Background: an optimization exercise with open tools, aiming at a short achievable clock period and few clock cycles. Do not read the settings as production practice.
Only simulation tests tie the RTL to the original design; equivalence was not proved.
Power figures rest on the tool's default switching activity, not on a simulated workload.

[design/flow/run.sh]
#!/bin/bash
# synth_recipe.tcl (not shown) runs the flow's synth.tcl, then flattens the netlist and writes it again
# the make line also repeats each setting of config.mk as NAME=value (left out here)
make -C /OpenROAD-flow-scripts/flow DESIGN_CONFIG=/design/flow/config.mk WORK_HOME=/design/flow/orfs CLKGATE_MAP_FILE= SYNTH_SCRIPT=/design/flow/synth_recipe.tcl finish
[design/flow/config.mk]
export PLATFORM = sky130hd
export DESIGN_NAME = rv_core_top
export DESIGN_NICKNAME = rv_core_top
export VERILOG_FILES = /design/flow/design.v
export SDC_FILE = /design/flow/constraint.sdc
export NUM_CORES = 4
export LEC_CHECK = 0
export CAP_MARGIN = 20
export CORE_MARGIN = 2
export CORE_UTILIZATION = 40
export SLEW_MARGIN = 20
[design/flow/constraint.sdc]
create_clock -name core_clock -period 5.2 [get_ports {clk}]
set_input_delay 1.0400 -clock core_clock [delete_from_list [all_inputs] [get_ports {clk}]]
set_output_delay 1.0400 -clock core_clock [all_outputs]
set_load 0.01 [all_outputs]
[design/flow/design.v]
package rv_core_pkg;
    typedef logic [32-1:0] word_t;
    typedef logic [$clog2(32)-1:0] reg_idx_t;
    typedef logic [3:0] funct_t;
    typedef enum logic [3:0] {
        ALU_ADD  = 4'b0000,
        ALU_SUB  = 4'b0001,
        ALU_SLT  = 4'b0010,   
        ALU_SLTU = 4'b0011,   
        ALU_SLL  = 4'b0100,
        ALU_SRL  = 4'b0101,
        ALU_XOR  = 4'b0110,
        ALU_OR   = 4'b0111,
        ALU_AND  = 4'b1000,
        ALU_SRA  = 4'b1001    
    } alu_op_t;
endpackage
`timescale 1ns/1ps
module rv_fetch_stage (
    input  logic  clk,
    input  logic  rst_n,
    input  logic  stall,       
    input  rv_core_pkg::word_t imem_insn,   
    output rv_core_pkg::word_t imem_addr,
    output rv_core_pkg::word_t if_pc,
    output rv_core_pkg::word_t if_insn
);
    rv_core_pkg::word_t pc;
    assign imem_addr = pc;
    always_ff @(posedge clk or negedge rst_n) begin
        if (!rst_n) begin
            pc      <= 32'h0000_0000;
            if_insn <= '0;
        end else if (!stall) begin
            pc      <= pc + 32'd4;   
            if_insn <= imem_insn;
        end
    end
    always_ff @(posedge clk) begin
        if (!stall) begin
            if_pc <= pc;
        end
    end
endmodule
`timescale 1ns/1ps
module rv_regfile (
    input  logic     clk,
    input  logic     rst_n,
    input  rv_core_pkg::reg_idx_t rs1,       
    input  rv_core_pkg::reg_idx_t rs2,       
    input  rv_core_pkg::reg_idx_t wr_rd,     
    input  rv_core_pkg::word_t    wr_data,
    output rv_core_pkg::word_t    rs1_val,
    output rv_core_pkg::word_t    rs2_val
);
    rv_core_pkg::word_t regs [32];
    always_ff @(posedge clk or negedge rst_n) begin
        if (!rst_n) begin
            for (int i = 0; i < 32; i++) begin
                regs[i] <= '0;   
            end
        end else if (wr_rd != '0) begin
            regs[wr_rd] <= wr_data;
        end
    end
    always_comb begin
        if (rs1 == '0) begin
            rs1_val = '0;
        end else if (rs1 == wr_rd) begin
            rs1_val = wr_data;   
        end else begin
            rs1_val = regs[rs1];
        end
    end
    always_comb begin
        if (rs2 == '0) begin
            rs2_val = '0;
        end else if (rs2 == wr_rd) begin
            rs2_val = wr_data;   
        end else begin
            rs2_val = regs[rs2];
        end
    end
endmodule
`timescale 1ns/1ps
module rv_decode_stage (
    input  logic     clk,
    input  logic     rst_n,
    input  rv_core_pkg::word_t    if_pc,
    input  rv_core_pkg::word_t    if_insn,
    input  rv_core_pkg::reg_idx_t ex_rd,          
    input  rv_core_pkg::reg_idx_t wb_rd,          
    input  rv_core_pkg::word_t    wb_data,
    output logic     stall,
    output rv_core_pkg::word_t    id_pc,
    output rv_core_pkg::word_t    id_rs1_val,
    output rv_core_pkg::word_t    id_rs2_val,
    output rv_core_pkg::word_t    id_imm,
    output logic     id_use_imm,     
    output logic     id_is_reg_op,   
    output rv_core_pkg::funct_t   id_funct,
    output rv_core_pkg::reg_idx_t id_rd
);
    logic [7-1:0] opcode;
    logic                 is_op;
    logic                 is_op_imm;
    rv_core_pkg::reg_idx_t             rs1;
    rv_core_pkg::reg_idx_t             rs2;
    rv_core_pkg::reg_idx_t             dec_rd;
    rv_core_pkg::word_t                dec_imm;
    rv_core_pkg::word_t                rs1_val;
    rv_core_pkg::word_t                rs2_val;
    logic                 hit_ex;
    logic                 hit_mem;
    assign opcode    = if_insn[6:0];
    assign is_op     = (opcode == 7'b0110011);
    assign is_op_imm = (opcode == 7'b0010011);
    assign rs1 = if_insn[19:15];
    assign rs2 = if_insn[24:20];   
    assign dec_rd = (is_op || is_op_imm) ? if_insn[11:7] : '0;
    assign dec_imm = {{(32-12){if_insn[31]}}, if_insn[31:20]};
    rv_regfile regfile_i (
        .clk     (clk),
        .rst_n   (rst_n),
        .rs1     (rs1),
        .rs2     (rs2),
        .wr_rd   (wb_rd),
        .wr_data (wb_data),
        .rs1_val (rs1_val),
        .rs2_val (rs2_val)
    );
    assign hit_ex  = (id_rd != '0) && ((id_rd == rs1) || (id_rd == rs2));
    assign hit_mem = (ex_rd != '0) && ((ex_rd == rs1) || (ex_rd == rs2));
    assign stall   = hit_ex || hit_mem;
    always_ff @(posedge clk or negedge rst_n) begin
        if (!rst_n) begin
            id_rd        <= '0;
            id_use_imm   <= 1'b0;
            id_is_reg_op <= 1'b0;
        end else if (stall) begin
            id_rd        <= '0;   
            id_use_imm   <= 1'b0;
            id_is_reg_op <= 1'b0;
        end else begin
            id_rd        <= dec_rd;
            id_use_imm   <= is_op_imm;
            id_is_reg_op <= is_op;
        end
    end
    always_ff @(posedge clk) begin
        id_pc      <= if_pc;
        id_rs1_val <= rs1_val;
        id_rs2_val <= rs2_val;
        id_imm     <= dec_imm;
        id_funct   <= {if_insn[30], if_insn[14:12]};   
    end
endmodule
`timescale 1ns/1ps
module rv_execute_stage (
    input  logic     clk,
    input  logic     rst_n,
    input  rv_core_pkg::word_t    id_rs1_val,
    input  rv_core_pkg::word_t    id_rs2_val,
    input  rv_core_pkg::word_t    id_imm,
    input  logic     id_use_imm,     
    input  logic     id_is_reg_op,   
    input  rv_core_pkg::funct_t   id_funct,
    input  rv_core_pkg::reg_idx_t id_rd,
    output rv_core_pkg::reg_idx_t ex_rd,          
    output rv_core_pkg::reg_idx_t wb_rd,          
    output rv_core_pkg::word_t    wb_data
);
    rv_core_pkg::alu_op_t                     alu_op;
    rv_core_pkg::word_t                       op_b;
    logic [$clog2(32)-1:0] shamt;
    rv_core_pkg::word_t                       alu_res;
    rv_core_pkg::word_t                       ex_result;   
    always_comb begin
        alu_op = rv_core_pkg::ALU_ADD;   
        if (id_is_reg_op) begin
            case (id_funct)
                4'b0000: alu_op = rv_core_pkg::ALU_ADD;
                4'b1000: alu_op = rv_core_pkg::ALU_SUB;
                4'b0001: alu_op = rv_core_pkg::ALU_SLL;
                4'b0010: alu_op = rv_core_pkg::ALU_SLT;
                4'b0011: alu_op = rv_core_pkg::ALU_SLTU;
                4'b0100: alu_op = rv_core_pkg::ALU_XOR;
                4'b0101: alu_op = rv_core_pkg::ALU_SRL;
                4'b1101: alu_op = rv_core_pkg::ALU_SRA;
                4'b0110: alu_op = rv_core_pkg::ALU_OR;
                4'b0111: alu_op = rv_core_pkg::ALU_AND;
                default: alu_op = rv_core_pkg::ALU_ADD;
            endcase
        end else begin
            case (id_funct[2:0])
                3'b000:  alu_op = rv_core_pkg::ALU_ADD;
                3'b001:  alu_op = rv_core_pkg::ALU_SLL;
                3'b010:  alu_op = rv_core_pkg::ALU_SLT;
                3'b011:  alu_op = rv_core_pkg::ALU_SLTU;
                3'b100:  alu_op = rv_core_pkg::ALU_XOR;
                3'b101:  alu_op = id_funct[3] ? rv_core_pkg::ALU_SRA : rv_core_pkg::ALU_SRL;
                3'b110:  alu_op = rv_core_pkg::ALU_OR;
                3'b111:  alu_op = rv_core_pkg::ALU_AND;
                default: alu_op = rv_core_pkg::ALU_ADD;
            endcase
        end
    end
    assign op_b  = id_use_imm ? id_imm : id_rs2_val;
    assign shamt = op_b[4:0];   
    always_comb begin
        case (alu_op)
            rv_core_pkg::ALU_ADD:  alu_res = id_rs1_val + op_b;
            rv_core_pkg::ALU_SUB:  alu_res = id_rs1_val - op_b;
            rv_core_pkg::ALU_SLT:  alu_res = rv_core_pkg::word_t'($signed(id_rs1_val) < $signed(op_b));
            rv_core_pkg::ALU_SLTU: alu_res = rv_core_pkg::word_t'(id_rs1_val < op_b);   
            rv_core_pkg::ALU_XOR:  alu_res = id_rs1_val ^ op_b;
            rv_core_pkg::ALU_OR:   alu_res = id_rs1_val | op_b;
            rv_core_pkg::ALU_AND:  alu_res = id_rs1_val & op_b;
            rv_core_pkg::ALU_SLL:  alu_res = id_rs1_val << shamt;
            rv_core_pkg::ALU_SRL:  alu_res = id_rs1_val >> shamt;
            rv_core_pkg::ALU_SRA:  alu_res = rv_core_pkg::word_t'($signed(id_rs1_val) >>> shamt);   
            default:  alu_res = id_rs1_val + op_b;
        endcase
    end
    always_ff @(posedge clk or negedge rst_n) begin
        if (!rst_n) begin
            ex_rd <= '0;
            wb_rd <= '0;
        end else begin
            ex_rd <= id_rd;
            wb_rd <= ex_rd;   
        end
    end
    always_ff @(posedge clk) begin
        ex_result <= alu_res;
        wb_data   <= ex_result;
    end
endmodule
`timescale 1ns/1ps
module rv_core_top (
    input  logic     clk,
    input  logic     rst_n,
    input  rv_core_pkg::word_t    imem_insn,      
    output rv_core_pkg::word_t    imem_addr,
    output logic     retire_valid,   
    output rv_core_pkg::reg_idx_t retire_rd,
    output rv_core_pkg::word_t    retire_data
);
    logic     stall;
    rv_core_pkg::word_t    if_pc;
    rv_core_pkg::word_t    if_insn;
    rv_core_pkg::word_t    id_rs1_val;
    rv_core_pkg::word_t    id_rs2_val;
    rv_core_pkg::word_t    id_imm;
    logic     id_use_imm;
    logic     id_is_reg_op;
    rv_core_pkg::funct_t   id_funct;
    rv_core_pkg::reg_idx_t id_rd;
    rv_core_pkg::reg_idx_t ex_rd;
    rv_core_pkg::reg_idx_t wb_rd;
    rv_core_pkg::word_t    wb_data;
    rv_fetch_stage fetch_i (
        .clk       (clk),
        .rst_n     (rst_n),
        .stall     (stall),
        .imem_insn (imem_insn),
        .imem_addr (imem_addr),
        .if_pc     (if_pc),
        .if_insn   (if_insn)
    );
    rv_decode_stage decode_i (
        .clk          (clk),
        .rst_n        (rst_n),
        .if_pc        (if_pc),
        .if_insn      (if_insn),
        .ex_rd        (ex_rd),
        .wb_rd        (wb_rd),
        .wb_data      (wb_data),
        .stall        (stall),
        .id_pc        (),
        .id_rs1_val   (id_rs1_val),
        .id_rs2_val   (id_rs2_val),
        .id_imm       (id_imm),
        .id_use_imm   (id_use_imm),
        .id_is_reg_op (id_is_reg_op),
        .id_funct     (id_funct),
        .id_rd        (id_rd)
    );
    rv_execute_stage execute_i (
        .clk          (clk),
        .rst_n        (rst_n),
        .id_rs1_val   (id_rs1_val),
        .id_rs2_val   (id_rs2_val),
        .id_imm       (id_imm),
        .id_use_imm   (id_use_imm),
        .id_is_reg_op (id_is_reg_op),
        .id_funct     (id_funct),
        .id_rd        (id_rd),
        .ex_rd        (ex_rd),
        .wb_rd        (wb_rd),
        .wb_data      (wb_data)
    );
    assign retire_valid = (wb_rd != '0);
    assign retire_rd    = wb_rd;
    assign retire_data  = wb_data;
endmodule
==> metrics.md <==
| Metric | Value |
|---|---|
| Outcome | `finished clean` |
| First-pass GRT wire length | `roughly 430 mm` |
| Clock sinks | `~1.2k` |
| Leak | `around 33 nW` |
| Synth-to-Final Area Change | `14.8%` |
| I/O Pins | `approximately 100` |
| Largest net degree at the start of global routing | `149` |
| CTS H-tree depth | `4` |
| Crit path largest cell delay | `roughly 0.58 ns` |
| F_max | `between 0.2 and 0.25 GHz` |
| Clock share of power | `~45%` |
| Total Routed Length | `310 mm` |
| Synth Area in Simple Gates | `under 10%` |
| Mux share of post-synthesis cell area | `between 20% and 30%` |
| Post-Synth XOR/XNOR Area | `0.955%` |
| CTS tree | `built` |
| Fraction of registers with async set/reset | `just under 90%` |
| GRT Total Usage | `around 37%` |
| Clock buffer depth | `3` |
| DRC Markers | `0` |
| Reg2reg start | `decode_i.id_use_imm` |
| Worst-path clk slew | `~0.07 ns` |
| DRT iter0 DRCs | `approximately 9.2k` |
| Die area | `about 160000 um^2` |
| Largest family of logic cells by synthesized area | `multiplexers` |
| Clk latency of the worst-skew pair | `approximately 0.82 ns` |
| Wire length per cell | `between 30 and 40 um` |
| Setup TNS | `0 ns` |
| CP Launch Type | `flop` |
| Syn Std Cell Area | `about 64000 um^2` |
| Layout Utilization | `46.1%` |
| Worst min path class | `primary input to async pin` |
| Met1 Use GR | `about 45%` |
| Max cap viols | `0` |
| DP Wirelength | `roughly 190 mm` |
| Setup-failing EPs final | `0` |
| Via-to-Cell Ratio | `7.19` |
| Gate power share | `roughly 11%` |
| Path depth of the worst reg2reg path | `11` |
| RePlAce Congestion | `0.993` |
| GR peak layer | `met2` |
| Compound-Gate Fraction of Synth Area | `between 10% and 20%` |
| Post-DRT Antenna Nets | `0` |
| Switching part of the total power | `between 20% and 30%` |
| Cts bufs inserted | `between 100 and 150` |
| Arr. time, crit path | `approximately 5.3 ns` |
| Most used flip-flop cell after synthesis | `dfrtp_1` |
| Root Driver | `clkbuf_16` |
| Worst clock skew | `approximately 0.043 ns` |
| GR met2 Demand/Resource | `52.9%` |
| Internal power | `16.5 mW` |
| Die Span Y | `approximately 400 um` |
| CP Class | `flop to flop` |
| Sequential area share after synthesis | `~46%` |
| Mean Syn Cell Area | `about 11 um^2` |
| Core area | `about 160000 um^2` |
| Final period utilization | `between 80% and 90%` |
| Length of the first detailed-routing pass in iterations | `9` |
| Synth Area in Adders | `slightly above 2%` |
| Synth cell types | `between 90 and 100` |
| Reg2reg setup slack | `0.59 ns` |
| FF/Latch Area | `29700 um^2` |
| Multi-input combinational cell area | `between 30000 and 40000 um^2` |
| Required time of the critical path | `about 6 ns` |
| Number of synthesized register bits | `1218` |
| Commonest cells in the netlist | `dfrtp_1, mux2_2, a22oi_1` |
| Grt met3 use | `16.5%` |
| Crit Path Max Fanout | `13` |
| PortBufs | `about 100` |
| Die Width | `slightly above 400 um` |
| Fin. max-slew vios | `0` |
| Worst R2R End | `execute_i.ex_result[29]` |
| Post-synth top area cell | `dfrtp_1` |
| Critical Path Sink Type | `flop` |
| Min cycle time layout | `~4.6 ns` |
| Final count of hold timing violations | `0` |
| Pwr dens | `312 nW/um^2` |
| Gate Count Post-Synth | `5811` |
| VDD IR max | `0.000331 V` |
| Layout cells sized above 1 | `roughly 29%` |
| Vias in the first global route | `between 50k and 60k` |
| Post-CTS Hold Buffers | `0` |
| Total grt overflow | `0` |
| CP cell instances | `buf_4 -> mux2i_1 -> ha_1 -> nor4_1 -> a21boi_0 -> o31ai_1 -> a2111oi_2 -> nor2_1 -> o311a_1 -> a2111oi_0 -> a22oi_1` |
| NumNets Final | `around 5.9k` |
| Critical-path top delay cell | `a2111oi_2` |
| Slew HR | `between 10 and 15%` |
| Number of synthesized flops with an enable pin | `0` |
| Cell with the most instances after synthesis | `dfrtp_1` |
| Yosys warns | `5` |
| RSZ-0062 raised after global routing | `false` |
| Initial antenna violation count | `13` |
| Via count | `57.4k` |
| Initial Util | `40.1%` |
| Row count | `between 100 and 150` |
| Worst-Margin Slew | `1.31 ns` |
| # Post-CTS Setup Buffers | `0` |
| CTS resizes | `0` |
| Filler cell count | `~15k` |
| Register share of total power | `around 44%` |
| Share of the synthesized area in the top cell type | `a little over two fifths` |
| Top cells by area, synth | `dfrtp_1, mux2_2, a22oi_1` |
| Psw | `approximately 6.5 mW` |
## metal layers
layer | routed length, um | share of wire, %
met1 | 111000 | 36
met2 | 127000 | 41
met3 | 45700 | 15
met4 | 25300 | 8.2
met5 | 132 | 0.043
## registers in the layout (all words and copies together) (netlist names), named ones only
signal	flops
decode_i.id_rd	5
execute_i.ex_result	32
fetch_i.if_insn	32
decode_i.id_rs1_val	32
decode_i.id_funct	3
decode_i.id_rs2_val	32
execute_i.wb_data	32
decode_i.id_imm	12
execute_i.wb_rd	5
decode_i.regfile_i.regs	992
execute_i.ex_rd	5
decode_i.id_use_imm	1
decode_i.id_is_reg_op	1
fetch_i.pc	30
## metrics by stage
stage	worst slack (ns)	hold WS, ns	area [um^2]	power, mW	cells
final	0.586	0.242	73700	23.0	7982
after global routing	0.419	0.265	73700	23.6	7976
after CTS	0.686	0.234	73600	23.0	7972
after detailed placement	0.696	0.314	68800	12.8	7720
after global placement	0.747	0.310	68800	12.7	7718
after floorplan	0.866	0.310	64200	11.4	5812
## layout by cell type, fill, tap and decap left out, types with 15 or more instances in the layout
cell type,n
a211oi_1,26
a21oi_1,263
a221oi_1,164
a222oi_1,65
a22o_1,148
a22oi_1,548
a31oi_1,22
and2_1,17
buf_12,34
buf_4,227
clkbuf_1,24
clkbuf_16,142
clkbuf_8,33
clkdlybuf4s50_1,100
clkinv_2,20
dfrtp_1,1071
dfxtp_1,144
ha_1,102
inv_1,99
mux2_2,1030
mux2i_1,109
mux4_2,19
nand2_1,210
nand3_1,171
nand4_1,137
nor2_1,169
nor2_4,75
nor2b_1,15
nor3_1,64
nor4_1,22
o211ai_1,82
o21ai_0,100
o21bai_1,15
o22ai_1,18
o31ai_1,15
or3_1,18
or4_1,33
xnor2_1,47
xor2_1,23
## area by class of cell
class | count | area share, %
Antenna cell | 6 | 0.0204
Timing Repair Buffer | 366 | 4.76
Multi-Input combinational cell | 3951 | 44.4
Sequential cell | 1218 | 40.4
Clock inverter | 53 | 0.871
Inverter | 103 | 0.531
Tap cell | 2086 | 3.54
Clock buffer | 199 | 5.56
## how the worst max path moves through the flow
| stage | startpoint | endpoint |
|---|---|---|
| floorplan | decode_i.id_use_imm | execute_i.ex_result[20] |
| global placement | decode_i.id_use_imm | execute_i.ex_result[30] |
| detailed placement | decode_i.id_use_imm | execute_i.ex_result[29] |
| CTS | decode_i.id_use_imm | execute_i.ex_result[29] |
| global route | decode_i.id_use_imm | execute_i.ex_result[29] |
| finish | decode_i.id_use_imm | execute_i.ex_result[29] |
## logic make-up after synthesis
logic type	after synthesis
AOI/OAI and AO/OA	1591
DFF	1218
other	1
buffers and inverters	643
xor gates and xnor gates	70
and+or+nand+nor	1015
muxes	1169
adders and majority gates	104
## power by group through the flow
stage	combinational [mW]	clock, mW	sequential, mW
final	2.60	10.3	10.1
after global routing	2.71	10.7	10.1
after CTS	2.51	10.4	10.1
after detailed placement	2.50	0	10.3
after global placement	2.49	0	10.3
after floorplan	1.24	0	10.2
## critical path, delay by kind of cell (launching register included)
family	cells	cell delay (ns)
buf+inv	1	0.33
compound gates	6	2.32
fa+ha+maj	1	0.41
simple gates	2	0.67
flops	1	0.38
mux	1	0.34
Testbench counts, summed over its fixed seeds: cycles 22,614.

what the ideal ports hide:
Ports are ideal in the flow. The routed layout listed here was re-timed in OpenROAD.
Step 1: set_driving_cell puts a clkbuf_16 on clk and a buf_2 on each other input, an assumption about the parent block.
Step 2 also shifts input and output timing later by t, the mid clock arrival at the registers, as if the neighbouring blocks saw the same clock.
Three values: no drivers, after step 1, after step 2; two values: the first two.
t, ns: 0.890
setup WS [ns]: 0.586 / 0.586 / 0.586
hold slack, ns: 0.242 / 0.204 / 0.325
clock arrival spread, ns: 0.044 / 0.044
worst slew at a driven data input, ns: 0.07
After both steps setup and hold are still met in this run. For this run, drivers alone change the setup slack by 0.000 ns; drivers and shift together by 0.000 ns.
